This is an optimization exercise on Yosys and OpenROAD, whose aim is small area, not a production implementation.
Only simulation tests tie the RTL to the original design; equivalence was not proved.
Power is estimated from default activity; no workload was simulated.

$ cat flow/config.mk
export PLATFORM = sky130hd
export DESIGN_NAME = bfp_quant_top
export DESIGN_NICKNAME = bfp_quant_top
export VERILOG_FILES = /design/flow/design.v
export SDC_FILE = /design/flow/constraint.sdc
export NUM_CORES = 4
export LEC_CHECK = 0
export CAP_MARGIN = 20
export CORE_MARGIN = 2
export CORE_UTILIZATION = 40
export SLEW_MARGIN = 20
$ cat flow/constraint.sdc
create_clock -name core_clock -period 14.0 [get_ports {clk_i}]
set_input_delay 2.8000 -clock core_clock [delete_from_list [all_inputs] [get_ports {clk_i}]]
set_output_delay 2.8000 -clock core_clock [all_outputs]
set_load 0.01 [all_outputs]
$ cat flow/design.v
package bfp_pkg;
  localparam int NUM_LANES      = 32;                  
  localparam int CODES_PER_WORD = 4;                   
  localparam int NUM_CODE_WORDS = NUM_LANES / CODES_PER_WORD;
  localparam int LANE_IDX_W     = $clog2(NUM_LANES);   
  localparam int CODE_IDX_W     = $clog2(NUM_CODE_WORDS);
  localparam int ADR_W = 6;
  localparam logic [ADR_W-1:0] LANE_BASE  = 6'd0;    
  localparam logic [ADR_W-1:0] SHEXP_ADDR = 6'd32;   
  localparam logic [ADR_W-1:0] CODE_BASE  = 6'd33;   
  localparam logic [7:0] EXP_BIAS_SHIFT = 8'd15;
  typedef struct packed {
    logic        sign;
    logic [7:0]  exp;    
    logic [22:0] frac;
  } fp32_t;
  typedef struct packed {
    logic       sign;
    logic [3:0] exp;    
    logic [2:0] man;    
  } code_t;
endpackage
`timescale 1ns/1ps
module wb_lane_regs (
  input  logic                              clk_i,
  input  logic                              rst_n_i,
  input  logic                              wb_cyc_i,
  input  logic                              wb_stb_i,
  input  logic                              wb_we_i,
  input  logic [bfp_pkg::ADR_W-1:0]         wb_adr_i,    
  input  logic [31:0]                       wb_dat_i,    
  output logic                              wb_ack_o,
  output logic [31:0]                       wb_dat_o,    
  output logic [bfp_pkg::NUM_LANES*32-1:0]  lanes_o,     
  input  logic [7:0]                        shared_exp_i,
  input  logic [bfp_pkg::NUM_LANES*8-1:0]   codes_i      
);
  logic                          ack_q;      
  logic                          accept;     
  logic [bfp_pkg::ADR_W-1:0]     lane_off;   
  logic [bfp_pkg::ADR_W-1:0]     code_off;   
  logic                          lane_hit;
  logic                          shexp_hit;
  logic                          code_hit;
  logic [bfp_pkg::NUM_LANES*32-1:0] lanes_q;
  logic [7:0]                    shexp_q;    
  logic [bfp_pkg::NUM_LANES*8-1:0]  codes_q;
  logic [31:0]                   rd_word;    
  logic [31:0]                   rd_dat_q;   
  assign accept = wb_cyc_i & wb_stb_i & ~ack_q;
  assign lane_off  = wb_adr_i - bfp_pkg::LANE_BASE;
  assign code_off  = wb_adr_i - bfp_pkg::CODE_BASE;
  assign lane_hit  = (lane_off[bfp_pkg::ADR_W-1:bfp_pkg::LANE_IDX_W] == '0);   
  assign code_hit  = (code_off[bfp_pkg::ADR_W-1:bfp_pkg::CODE_IDX_W] == '0);   
  assign shexp_hit = (wb_adr_i == bfp_pkg::SHEXP_ADDR);
  always_ff @(posedge clk_i) begin
    if (!rst_n_i) begin
      ack_q <= 1'b0;
    end else begin
      ack_q <= accept;
    end
  end
  always_ff @(posedge clk_i) begin
    if (!rst_n_i) begin
      lanes_q <= '0;
    end else if (accept && wb_we_i && lane_hit) begin
      lanes_q[32*lane_off[bfp_pkg::LANE_IDX_W-1:0] +: 32] <= wb_dat_i;   
    end
  end
  always_ff @(posedge clk_i) begin
    shexp_q <= shared_exp_i;
    codes_q <= codes_i;
  end
  always_comb begin
    rd_word = '0;   
    if (lane_hit) begin
      rd_word = lanes_q[32*lane_off[bfp_pkg::LANE_IDX_W-1:0] +: 32];
    end else if (shexp_hit) begin
      rd_word[7:0] = shexp_q;   
    end else if (code_hit) begin
      rd_word = codes_q[32*code_off[bfp_pkg::CODE_IDX_W-1:0] +: 32];
    end
  end
  always_ff @(posedge clk_i) begin
    if (accept) begin
      rd_dat_q <= rd_word;
    end
  end
  assign wb_ack_o = ack_q;
  assign wb_dat_o = rd_dat_q;
  assign lanes_o  = lanes_q;   
endmodule
`timescale 1ns/1ps
module shared_exp_calc (
  input  logic [bfp_pkg::NUM_LANES*32-1:0] lanes_i,   
  output logic [7:0]                       shared_exp_o
);
  logic [7:0] max_exp;   
  for (genvar l = 0; l <= bfp_pkg::LANE_IDX_W; l++) begin : g_lvl
    logic [8*(bfp_pkg::NUM_LANES >> l)-1:0] node;   
    if (l == 0) begin : g_leaf
      for (genvar i = 0; i < bfp_pkg::NUM_LANES; i++) begin : g_in
        assign node[8*i +: 8] = lanes_i[32*i + 23 +: 8];
      end
    end else begin : g_max
      for (genvar i = 0; i < (bfp_pkg::NUM_LANES >> l); i++) begin : g_cmp
        assign node[8*i +: 8] = (g_lvl[l-1].node[16*i +: 8] >= g_lvl[l-1].node[16*i+8 +: 8]) ?
                                g_lvl[l-1].node[16*i +: 8] : g_lvl[l-1].node[16*i+8 +: 8];
      end
    end
  end
  assign max_exp = g_lvl[bfp_pkg::LANE_IDX_W].node[7:0];
  assign shared_exp_o = (max_exp > bfp_pkg::EXP_BIAS_SHIFT) ?
                        (max_exp - bfp_pkg::EXP_BIAS_SHIFT) : 8'd0;
endmodule
`timescale 1ns/1ps
module lane_quantizer (
  input  bfp_pkg::fp32_t lane_i,
  input  logic [7:0]     shared_exp_i,
  output bfp_pkg::code_t code_o
);
  logic       flush;      
  logic [3:0] exp_diff;   
  logic [3:0] man_sum;    
  assign flush = (lane_i.exp == 8'd0) || (lane_i.exp < shared_exp_i);
  assign exp_diff = 4'(lane_i.exp - shared_exp_i);
  assign man_sum = {1'b0, lane_i.frac[22:20]} + {3'b000, lane_i.frac[19]};
  always_comb begin
    code_o.sign = lane_i.sign;   
    if (flush) begin
      code_o.exp = 4'd0;
      code_o.man = 3'd0;
    end else begin
      code_o.exp = exp_diff;
      code_o.man = man_sum[3] ? 3'd7 : man_sum[2:0];
    end
  end
endmodule
`timescale 1ns/1ps
module bfp_quant_top (
  input  logic        clk_i,
  input  logic        rst_n_i,
  input  logic        wb_cyc_i,
  input  logic        wb_stb_i,
  input  logic        wb_we_i,
  input  logic [5:0]  wb_adr_i,
  input  logic [31:0] wb_dat_i,
  output logic        wb_ack_o,
  output logic [31:0] wb_dat_o
);
  logic [bfp_pkg::NUM_LANES*32-1:0] lanes;        
  logic [7:0]                       shared_exp;   
  logic [bfp_pkg::NUM_LANES*8-1:0]  codes;        
  wb_lane_regs i_wb_lane_regs (
    .clk_i        (clk_i),
    .rst_n_i      (rst_n_i),
    .wb_cyc_i     (wb_cyc_i),
    .wb_stb_i     (wb_stb_i),
    .wb_we_i      (wb_we_i),
    .wb_adr_i     (wb_adr_i),
    .wb_dat_i     (wb_dat_i),
    .wb_ack_o     (wb_ack_o),
    .wb_dat_o     (wb_dat_o),
    .lanes_o      (lanes),
    .shared_exp_i (shared_exp),
    .codes_i      (codes)
  );
  shared_exp_calc i_shared_exp_calc (
    .lanes_i      (lanes),
    .shared_exp_o (shared_exp)
  );
  for (genvar i = 0; i < bfp_pkg::NUM_LANES; i++) begin : g_lane
    lane_quantizer i_lane_quantizer (
      .lane_i       (lanes[32*i +: 32]),
      .shared_exp_i (shared_exp),
      .code_o       (codes[8*i +: 8])
    );
  end
endmodule
$ cat flow/run.sh
#!/bin/bash
# synth_recipe.tcl (not shown) runs the flow's synth.tcl, then flattens the netlist and writes it again
# the make line also repeats each setting of config.mk as NAME=value (left out here)
make -C /OpenROAD-flow-scripts/flow DESIGN_CONFIG=/design/flow/config.mk WORK_HOME=/design/flow/orfs CLKGATE_MAP_FILE= SYNTH_SCRIPT=/design/flow/synth_recipe.tcl finish
==> flow_metrics.py <==
metrics = {
    "logic_synthesis": {
        "yosysTopAreaCell": "dfxtp_1",
        "synth.distinct_cells": 80,
        "netlist.area_leader.share_pct": 35.2,
        "synth-main-ff-cell": "dfxtp_1",
        "syn_inst": 8485,
        "synth_async_sr_flop_share_pct": 0,
        "ys_ff_latch": 1321,
        "yosysMostFrequentCell": "nand2_1",
        "synth_warnings": 2,
        "synth_common_cells": "nand2_1, dfxtp_1, a21boi_0, ha_1, clkbuf_1",
        "synth.area.top_cells": "dfxtp_1, nand2_1, a21boi_0",
        "syn_avg_cell_area_um2": 8.63,
        "mappedNetlistNets": 9127,
        "yosysSeqAreaShare_pct": 36.5,
        "syn_area_um2": 73200,
        "synth-edff-count": 32,
    },
    "setup_path": {
        "worst_ep_arrival_time_ps": 13980,
        "reg2reg_slack_ps": 680,
        "start_kind": "flip-flop",
        "r2r_start": "i_wb_lane_regs.lanes_q[60]$_SDFFE_PN0P_",
        "r2r_cells": 56,
        "critical-path-slowest-cell": "o21ai_1",
        "endpoint_kind": "flip-flop",
        "cp_slowest_stage_delay_ps": 520,
        "criticalPathCategory": "flip-flop to flip-flop",
        "cp_max_fo": 16,
        "critPathCapture": "i_wb_lane_regs.codes_q[101]$_SDFF_PP0_",
        "required_ps": 14660,
        "crit_start": "i_wb_lane_regs.lanes_q[60]$_SDFFE_PN0P_",
        "r2r_end": "i_wb_lane_regs.codes_q[101]$_SDFF_PP0_",
    },
    "worst_hold_path": {
        "min_from": "i_wb_lane_regs.lanes_q[95]$_SDFFE_PN0P_",
        "hp-class": "flip-flop to flip-flop",
        "min_path_cells": 0,
    },
    "finish": {
        "antennaDiodeCount": 0,
        "drive_gt1_share_pct": 9.52,
        "utilization_pct": 44.7,
        "area_delta_synth_final_pct": 11.3,
        "nNetsFinal": 8943,
        "fill_cells": 17600,
    },
    "placement": {
        "gp_congestion": 0.955,
        "io_buffers": 75,
        "pre_cts_slack_ps": 582,
        "dp_hpwl_mm": 176,
    },
    "timing": {
        "worst_slew_pin_slew_ps": 1120,
        "skew_ps": 26.4,
        "period_share_pct": 95.1,
        "finalCriticalPeriod_ps": 13320,
        "slew_violations": 0,
        "slew_headroom_pct": 25.3,
        "hold_viol_final": 0,
        "setup_ws_ps": 680,
        "grt_setup_unrepaired": "no",
        "setup_viol": 0,
        "setup-tns-final_ps": 0,
        "max_freq_mhz": 75.1,
    },
    "run_status": {
        "outcome": "complete, no violations",
    },
    "route": {
        "wl_met2_mm": 120,
        "drtIter0Drc": 6001,
        "firstDrtPassIters": 6,
        "ant_nets": 0,
        "wl_per_cell_um": 24.9,
        "viasPerCell": 5.76,
        "wl_met3_mm": 20.1,
        "highest_layer": "met4",
        "drcViolationCount": 0,
        "num_vias": 62300,
        "wirelength_mm": 269,
        "wl_met1_mm": 112,
    },
    "power_and_ir_drop": {
        "p_int_w": 0.00730,
        "power.density_nw_per_um2": 128,
        "pwr-share-clk_pct": 39.1,
        "p_sw_w": 0.00317,
        "power_leakage_nw": 29.4,
        "ir_drop_v": 0.000148,
        "seqPwrFrac_pct": 36.3,
        "combPwrFrac_pct": 24.6,
        "p_sw_share_pct": 30.3,
    },
    "clocking": {
        "hold_buffers": 0,
        "clk_latency_ps": 810,
        "cts_setup_buffers": 0,
        "ctsRootBufferMaster": "clkbuf_16",
        "cts_resized": 0,
        "cts_buffers": 149,
        "cts.sinks": 1321,
        "clock_path_buffers": 3,
        "clk_pin_slew_ps": 60,
        "cts_tree": "done",
        "htree_num_levels": 4,
    },
    "global_route": {
        "grt_usage_pct": 28.3,
        "grt_start_max_net_pins": 220,
        "antenna_found_initial": 7,
        "grt_pass1_wl_mm": 396,
        "grt_overflow_total": 0,
        "grt_pass1_vias": 60200,
    },
    "floorplan": {
        "start_util_pct": 40.1,
        "die_area_um2": 187000,
        "row_count": 157,
        "pin_count": 76,
        "die_h_um": 432,
        "fp.dieW_um": 432,
        "core_um2": 182000,
    },
    "job": {
        "cap_violations": 0,
    },
}
## worst min path at each step
stage | end | slack, ps
after floorplan | i_wb_lane_regs.codes_q[159]$_DFF_P_ | 350
after global placement | i_wb_lane_regs.codes_q[23]$_DFF_P_ | 360
after detailed placement | i_wb_lane_regs.codes_q[191]$_DFF_P_ | 360
after CTS | i_wb_lane_regs.codes_q[191]$_DFF_P_ | 360
after global routing | i_wb_lane_regs.codes_q[63]$_DFF_P_ | 370
final | i_wb_lane_regs.codes_q[23]$_DFF_P_ | 360
## routing by layer
layer  vias to the layer above  GRT usage [%]
met1                     30200           36.5
met2                      2495           44.7
met4                         0           16.5
li1                      29000              -
met3                       650           4.78
met5                         -              0
## flip-flops by register name, summed over array words and instances, names as in the netlist
| register | cells |
|---|---|
| i_wb_lane_regs.lanes_q | 1024 |
| i_wb_lane_regs.codes_q | 256 |
| i_wb_lane_regs.rd_dat_q | 32 |
| i_wb_lane_regs.shexp_q | 8 |
| i_wb_lane_regs.ack_q | 1 |
## cells in the final DEF, fill, tap and decap left out, drive strengths merged, types with 5 or more instances in the layout
cell type,instances
nor4,65
or2,8
inv,306
a21o,101
and2,9
o22ai,90
buf,168
bufinv,13
mux4,192
a21boi,1026
clkbuf,215
fa,32
ha,567
o21a,17
mux2,98
nor3,77
a221oi,7
nand2b,65
o221ai,77
or4,8
a31oi,71
or3,11
nand3,57
nand2,2212
clkinv,34
a21oi,328
nor2b,75
clkdlybuf4s50,60
mux2i,357
edfxtp,32
a2111oi,9
o2111ai,5
xor2,35
o211ai,21
xnor2,36
o21ai,219
dfxtp,1289
nor2,368
clkinvlp,5
a211oi,11
## power by group through the flow
stage / Combinational (W) / Clock [W] / Sequential [W]
5_1_grt: 0.00286 / 0.00429 / 0.00380
3_5_place_dp: 0.00251 / 0 / 0.00389
6_report: 0.00257 / 0.00409 / 0.00381
4_1_cts: 0.00252 / 0.00414 / 0.00380
3_3_place_gp: 0.00249 / 0 / 0.00389
2_1_floorplan: 0.00181 / 0 / 0.00388
## per-stage QoR
step	total power (W)	instances	hold slack [ps]	area [um2]
3_3_place_gp	0.00637	10500	357	76300
4_1_cts	0.0105	10800	365	81400
2_1_floorplan	0.00570	8485	346	73200
5_1_grt	0.0110	10800	374	81500
3_5_place_dp	0.00640	10500	359	76300
6_report	0.0105	10800	361	81500
## area by class of cell
type / count / area [um2] / share of cell area (%)
Clock buffer: 215 / 4360 / 5.35
Clock inverter: 58 / 714 / 0.876
Inverter: 300 / 1130 / 1.38
Multi-Input combinational cell: 6301 / 43600 / 53.5
Sequential cell: 1321 / 26800 / 32.8
Tap cell: 2385 / 2980 / 3.66
Timing Repair Buffer: 228 / 1930 / 2.37
## kinds of logic after synthesis
kind of cell	after synthesis	synth area share, %
AO/OA/AOI/OAI	2011	18.9
XOR/XNOR	71	0.849
adder cells (fa/ha/maj)	601	10.6
flip-flops	1321	36.5
buffers and inverters	863	4.47
AND/OR/NAND/NOR	2971	16.4
multiplexers	647	12.3
## worst max-delay path: cells and delay by family (launching register included)
kind	cells	cell delay, ps
adders and majority gates	7	2080
buffers and inverters	7	970
DFF	1	430
muxes	4	1740
and+or+nand+nor	12	2030
AOI/OAI and AO/OA	26	5910

[static timing again, ports no longer ideal]
Ports are ideal in the flow. The routed layout listed here was re-timed in OpenROAD.
Step 1 assumes that a clkbuf_16 drives the clock port and a buf_2 every other input.
Step 2 moves the port delays by t, midway between the first and last clock arrival at a register: inputs arrive t later, outputs are due t later. That takes back most of the time a late clock gives input paths.
a / b / c = ideal ports / drivers / drivers and shift; a / b = the first two.
t, ns: 0.883
setup WS [ns]: 0.680 / 0.680 / 0.680
cell pins on the clock port's net: 1
After both steps this run still meets setup and hold. The setup slack of this run moves by 0.000 ns with the drivers and by 0.000 ns with both steps.
